What follows belongs to an exercise in optimizing a design on an open flow for small area; a production flow would make more cautious choices. Only simulation tests tie the RTL to the original design; equivalence was not proved. Power figures rest on the tool's default switching activity, not on a simulated workload.

## the reference run
## low_band_energy_beat_detector_core
module low_band_energy_beat_detector_core
(
	input  logic                 clk,
	input  logic                 arst_n,
	input  logic                 cfg_we,
	input  logic [lbed_pkg::CFG_IDX_W-1:0] cfg_index,
	input  logic [lbed_pkg::CFG_W-1:0]     cfg_wdata,
	input  logic                 s_tvalid,
	output logic                 s_tready,
	input  logic [63:0]          s_tdata,    
	input  logic                 s_tlast,    
	output logic                 m_tvalid,
	input  logic                 m_tready,
	output logic [23:0]          m_tdata,    
	output logic                 m_tuser     
);
For scale: ~630 cells after synthesis.
Settings: LEC_CHECK=0, CAP_MARGIN=20, CORE_MARGIN=2, CORE_UTILIZATION=70, GPL_TIMING_DRIVEN=0, PLACE_DENSITY=0.85, SLEW_MARGIN=20; clock period 9.0 ns.
standard.sh (not shown) runs the stock make flow with config.mk's settings and CLKGATE_MAP_FILE= SYNTH_SCRIPT=/design/flow/synth_recipe.tcl, a recipe that flattens the netlist after the stock synthesis.
==> flow/flow/run.sh <==
#!/bin/bash
# Layout flow: the standard flow, with three changes.
# 1. After the standard synthesis, the combinational gates are re-mapped for area by
#    reopt.tcl (yosys + ABC, eight runs, the smallest result is kept); every flip-flop
#    keeps its instance, name and cell type.
# 2. Port buffers use the smallest buffer cell.
# 3. CTS uses clkbuf_4 only, small sink clusters and no dummy loads.
set -euo pipefail
export BUFFER_PORTS_ARGS="-buffer_cell sky130_fd_sc_hd__buf_1"
export CTS_ARGS="-sink_clustering_enable -repair_clock_nets -dont_use_dummy_load -buf_list {sky130_fd_sc_hd__clkbuf_4} -sink_clustering_size 10 -sink_clustering_max_diameter 40"
RES="$PWD/orfs/results/${FLOW_PLATFORM}/low_band_energy_beat_detector_core/base"
bash standard.sh "$RES/1_2_yosys.v" > standard_synth.log 2>&1
cp "$RES/1_2_yosys.v" "$RES/1_2_yosys_standard.v"
for batch in "1 2 3 4" "5 6 7 8"; do
  for S in $batch; do
    tmpl=flow/reopt.abc
    if [ "$S" -gt 4 ]; then tmpl=flow/reopt_mfs.abc; fi
    cp "$RES/1_2_yosys_standard.v" "$RES/reopt_$S.v"
    sed "s/@SEED@/$S/" "$tmpl" > "reopt_$S.abc"
    REOPT_NETLIST="$RES/reopt_$S.v" REOPT_ABC="$PWD/reopt_$S.abc" \
      yosys -c flow/reopt.tcl > "reopt_yosys_$S.log" 2>&1 &
  done
  wait
done
best=$(grep -H "Chip area" reopt_yosys_*.log | sed 's/^reopt_yosys_\([0-9]*\)\.log:.* \([0-9.]*\)$/\2 \1/' | sort -g | head -n 1 | cut -d' ' -f2)
echo "kept seed $best" > reopt_choice.log
cp "$RES/reopt_$best.v" "$RES/1_2_yosys.v"
bash standard.sh > standard_layout.log 2>&1
==> flow/flow/reopt_mfs.abc <==
strash
&get -n
&deepsyn -T 40 -S @SEED@
&put
dch -f
amap
mfs3 -a
Other scripts of this flow, unchanged in this note and not shown: flow/flow/reopt.abc, flow/flow/reopt.tcl
The reference run did not stop at any stage, and its layout met the timing, DRC and antenna checks.
Here is what was changed in the inputs of the trial run compared with the reference run.
==> flow/flow/run.sh <==
#!/bin/bash
# Layout flow: the standard flow, with three changes.
# 1. After the standard synthesis, the combinational gates are re-mapped for area by
#    reopt.tcl (yosys + ABC, four seeds, the smallest result is kept); every flip-flop
#    keeps its instance, name and cell type.
# 2. Port buffers use the smallest buffer cell.
# 3. CTS uses clkbuf_4 only, small sink clusters and no dummy loads.
set -euo pipefail
export BUFFER_PORTS_ARGS="-buffer_cell sky130_fd_sc_hd__buf_1"
export CTS_ARGS="-sink_clustering_enable -repair_clock_nets -dont_use_dummy_load -buf_list {sky130_fd_sc_hd__clkbuf_4} -sink_clustering_size 10 -sink_clustering_max_diameter 40"
RES="$PWD/orfs/results/${FLOW_PLATFORM}/low_band_energy_beat_detector_core/base"
bash standard.sh "$RES/1_2_yosys.v" > standard_synth.log 2>&1
cp "$RES/1_2_yosys.v" "$RES/1_2_yosys_standard.v"
for S in 1 2 3 4; do
  cp "$RES/1_2_yosys_standard.v" "$RES/reopt_$S.v"
  sed "s/@SEED@/$S/" flow/reopt.abc > "reopt_$S.abc"
  REOPT_NETLIST="$RES/reopt_$S.v" REOPT_ABC="$PWD/reopt_$S.abc" \
    yosys -c flow/reopt.tcl > "reopt_yosys_$S.log" 2>&1 &
done
wait
best=$(grep -H "Chip area" reopt_yosys_*.log | sed 's/^reopt_yosys_\([0-9]*\)\.log:.* \([0-9.]*\)$/\2 \1/' | sort -g | head -n 1 | cut -d' ' -f2)
echo "kept seed $best" > reopt_choice.log
cp "$RES/reopt_$best.v" "$RES/1_2_yosys.v"
bash standard.sh > standard_layout.log 2>&1
removed: flow/flow/reopt_mfs.abc
Findings:
Going from the reference run to the trial run, the achievable clock frequency was found to have gone up by 0.0029 GHz. For x dimension of the die, the reference run and the trial run come out practically identical. When the final numbers for the reference run and the trial run were put side by side, the total power after layout turned out to be greater in the trial run. On the trial run: mean number of vias per cell is 0.11 lower than what the reference run gave. From the trial run to the reference run, well tap count did not move at all.

========
== lane 1 ==
Another version of the RTL of low_band_energy_beat_detector_core (not shown whole).
Size in the first run: roughly 650 cells after synthesis, about 7600 sq um of cells after synthesis.
==> flow/config.mk <==
export PLATFORM = sky130hd
export DESIGN_NAME = low_band_energy_beat_detector_core
export DESIGN_NICKNAME = low_band_energy_beat_detector_core
export VERILOG_FILES = /design/flow/design.v
export SDC_FILE = /design/flow/constraint.sdc
export NUM_CORES = 4
export LEC_CHECK = 0
export CAP_MARGIN = 20
export CORE_MARGIN = 2
export CORE_UTILIZATION = 70
export PLACE_DENSITY = 0.85
export SLEW_MARGIN = 20
==> flow/constraint.sdc <==
create_clock -name core_clock -period 9.0 [get_ports {clk}]
set_input_delay 1.8000 -clock core_clock [delete_from_list [all_inputs] [get_ports {clk}]]
set_output_delay 1.8000 -clock core_clock [all_outputs]
set_load 0.01 [all_outputs]
==> flow/flow/run.sh <==
#!/bin/bash
# Layout flow: the standard flow, with three changes.
# 1. After the standard synthesis, the combinational gates are re-mapped for area by
#    reopt.tcl (yosys + ABC); every flip-flop keeps its instance, name and cell type.
# 2. Port buffers use the smallest buffer cell.
# 3. CTS uses clkbuf_4 only, small sink clusters and no dummy loads.
set -euo pipefail
export BUFFER_PORTS_ARGS="-buffer_cell sky130_fd_sc_hd__buf_1"
export CTS_ARGS="-sink_clustering_enable -repair_clock_nets -dont_use_dummy_load -buf_list {sky130_fd_sc_hd__clkbuf_4} -sink_clustering_size 10 -sink_clustering_max_diameter 40"
RES="$PWD/orfs/results/${FLOW_PLATFORM}/low_band_energy_beat_detector_core/base"
bash standard.sh "$RES/1_2_yosys.v" > standard_synth.log 2>&1
cp "$RES/1_2_yosys.v" "$RES/1_2_yosys_standard.v"
REOPT_NETLIST="$RES/1_2_yosys.v" REOPT_ABC="$PWD/flow/reopt.abc" \
  yosys -c flow/reopt.tcl > reopt_yosys.log 2>&1
bash standard.sh > standard_layout.log 2>&1
==> flow/flow/reopt.abc <==
strash
&get -n
&deepsyn -T 40
&put
dch -f
amap
==> flow/flow/reopt.tcl <==
# Re-map the combinational logic of the standard synthesis netlist for area.
# The flip-flops are kept as they are (same instances, names and cell types); only the
# gates between them are re-synthesized by ABC with an area-oriented script.
yosys -import
set lib  $::env(FLOW_HOME)/platforms/$::env(FLOW_PLATFORM)/lib/sky130_fd_sc_hd__tt_025C_1v80.lib
set net  $::env(REOPT_NETLIST)
set top  $::env(FLOW_TOP)
read_liberty -ignore_miss_func $lib
blackbox sky130_fd_sc_hd__df* sky130_fd_sc_hd__edf* sky130_fd_sc_hd__sdf* sky130_fd_sc_hd__dl*
read_verilog $net
hierarchy -top $top
flatten
# wires inside the flattened gates get names like cell.pin: make them internal
yosys rename -hide w:*.*
opt -purge
abc -liberty $lib -dont_use sky130_fd_sc_hd__probe_p_8 -dont_use sky130_fd_sc_hd__probec_p_8 \
  -dont_use sky130_fd_sc_hd__lpflow_* -dont_use sky130_fd_sc_hd__clkdly* -dont_use sky130_fd_sc_hd__dlygate* \
  -dont_use sky130_fd_sc_hd__dlymetal* -script $::env(REOPT_ABC)
opt_clean -purge
hierarchy -top $top
read_liberty -lib -overwrite $lib
hilomap -hicell sky130_fd_sc_hd__conb_1 HI -locell sky130_fd_sc_hd__conb_1 LO
insbuf -buf sky130_fd_sc_hd__buf_1 A X
opt_clean -purge
check -assert -mapped
stat -liberty $lib
write_verilog -noattr -nohex -nodec $net
Edits applied to the flow inputs when going from lane 1 to lane 2:
- an added GPL_TIMING_DRIVEN of 0
--- a/flow/flow/run.sh
+++ b/flow/flow/run.sh
@@ -2,5 +2,6 @@
 # Layout flow: the standard flow, with three changes.
 # 1. After the standard synthesis, the combinational gates are re-mapped for area by
-#    reopt.tcl (yosys + ABC); every flip-flop keeps its instance, name and cell type.
+#    reopt.tcl (yosys + ABC, four seeds, the smallest result is kept); every flip-flop
+#    keeps its instance, name and cell type.
 # 2. Port buffers use the smallest buffer cell.
 # 3. CTS uses clkbuf_4 only, small sink clusters and no dummy loads.
@@ -11,5 +12,13 @@
 bash standard.sh "$RES/1_2_yosys.v" > standard_synth.log 2>&1
 cp "$RES/1_2_yosys.v" "$RES/1_2_yosys_standard.v"
-REOPT_NETLIST="$RES/1_2_yosys.v" REOPT_ABC="$PWD/flow/reopt.abc" \
-  yosys -c flow/reopt.tcl > reopt_yosys.log 2>&1
+for S in 1 2 3 4; do
+  cp "$RES/1_2_yosys_standard.v" "$RES/reopt_$S.v"
+  sed "s/@SEED@/$S/" flow/reopt.abc > "reopt_$S.abc"
+  REOPT_NETLIST="$RES/reopt_$S.v" REOPT_ABC="$PWD/reopt_$S.abc" \
+    yosys -c flow/reopt.tcl > "reopt_yosys_$S.log" 2>&1 &
+done
+wait
+best=$(grep -H "Chip area" reopt_yosys_*.log | sed 's/^reopt_yosys_\([0-9]*\)\.log:.* \([0-9.]*\)$/\2 \1/' | sort -g | head -n 1 | cut -d' ' -f2)
+echo "kept seed $best" > reopt_choice.log
+cp "$RES/reopt_$best.v" "$RES/1_2_yosys.v"
 bash standard.sh > standard_layout.log 2>&1
==> flow/flow/reopt.abc <==
strash
&get -n
&deepsyn -T 40 -S @SEED@
&put
dch -f
amap
--- outcome ---
From lane 1 to lane 2 the numbers moved as follows: final net count comparable; final area comparable; synthesized netlist net count comparable; sequential cell fraction of total power now larger. First-iteration DRC count: lane 2 vs lane 1 down 30%. On met1 track demand over resource in global routing: between lane 1 and lane 2, it ends up higher for lane 1. Cmp lane 2 vs lane 1: worst-skew pair later-pin latency higher in lane 2.
Here is what was changed in the inputs of lane 3 compared with lane 2.
- removing GPL_TIMING_DRIVEN (formerly 0)
==> flow/flow/run.sh <==
#!/bin/bash
# Layout flow: the standard flow, with three changes.
# 1. After the standard synthesis, the combinational gates are re-mapped for area by
#    reopt.tcl (yosys + ABC); every flip-flop keeps its instance, name and cell type.
# 2. Port buffers use the smallest buffer cell.
# 3. CTS uses clkbuf_4 only, small sink clusters and no dummy loads.
set -euo pipefail
export BUFFER_PORTS_ARGS="-buffer_cell sky130_fd_sc_hd__buf_1"
export CTS_ARGS="-sink_clustering_enable -repair_clock_nets -dont_use_dummy_load -buf_list {sky130_fd_sc_hd__clkbuf_16} -sink_clustering_size 30 -sink_clustering_max_diameter 40"
RES="$PWD/orfs/results/${FLOW_PLATFORM}/low_band_energy_beat_detector_core/base"
bash standard.sh "$RES/1_2_yosys.v" > standard_synth.log 2>&1
cp "$RES/1_2_yosys.v" "$RES/1_2_yosys_standard.v"
REOPT_NETLIST="$RES/1_2_yosys.v" REOPT_ABC="$PWD/flow/reopt.abc" \
  yosys -c flow/reopt.tcl > reopt_yosys.log 2>&1
bash standard.sh > standard_layout.log 2>&1
==> flow/flow/reopt.abc <==
strash
&get -n
&deepsyn -T 40
&put
dch -f
amap
### Flow results
- Relative to lane 2, minimum hold slack increased by 33 ps in lane 3.
- For lane 2, the source of the critical timing path was p_q[0], unlike lane 3, where it was state_q[3].
- Lane 2 → lane 3: finished layout cell area higher; final worst setup slack picked up an extra 95 ps; number of fill cells shrank by 21%; non-clock buffer count now sits lower.

==> separate check: timing with driven ports <==
Ports are ideal in the flow. The routed layouts listed here were re-timed in OpenROAD.
Step 1 assumes that a clkbuf_16 drives the clock port and a buf_2 every other input.
Step 2, shift: input delay + t, output delay - t, t = (earliest + latest rising clock arrival at the registers) / 2. This alone moves slack from input paths to output paths.
a / b / c = ideal / step 1 / step 2; a / b = the first two.
| run | t, ns | setup WS [ns] | hold WS [ns] | slew at the worst register clock pin (ns) |
|---|---|---|---|---|
| the reference run | 0.622 | 4.221 / 4.221 / 4.221 | 0.235 / 0.235 / 0.235 | 0.11 / 0.11 |
| the trial run | 0.591 | 4.287 / 4.287 / 4.287 | 0.334 / 0.334 / 0.334 | 0.11 / 0.11 |
| lane 1 | 0.633 | 4.884 / 4.884 / 4.884 | 0.328 / 0.328 / 0.328 | 0.11 / 0.11 |
| lane 2 | 0.648 | 4.300 / 4.300 / 4.300 | 0.272 / 0.272 / 0.272 | 0.11 / 0.11 |
| lane 3 | 0.532 | 4.394 / 4.394 / 4.394 | 0.305 / 0.305 / 0.305 | 0.08 / 0.08 |
After both steps setup and hold are still met in every run listed.
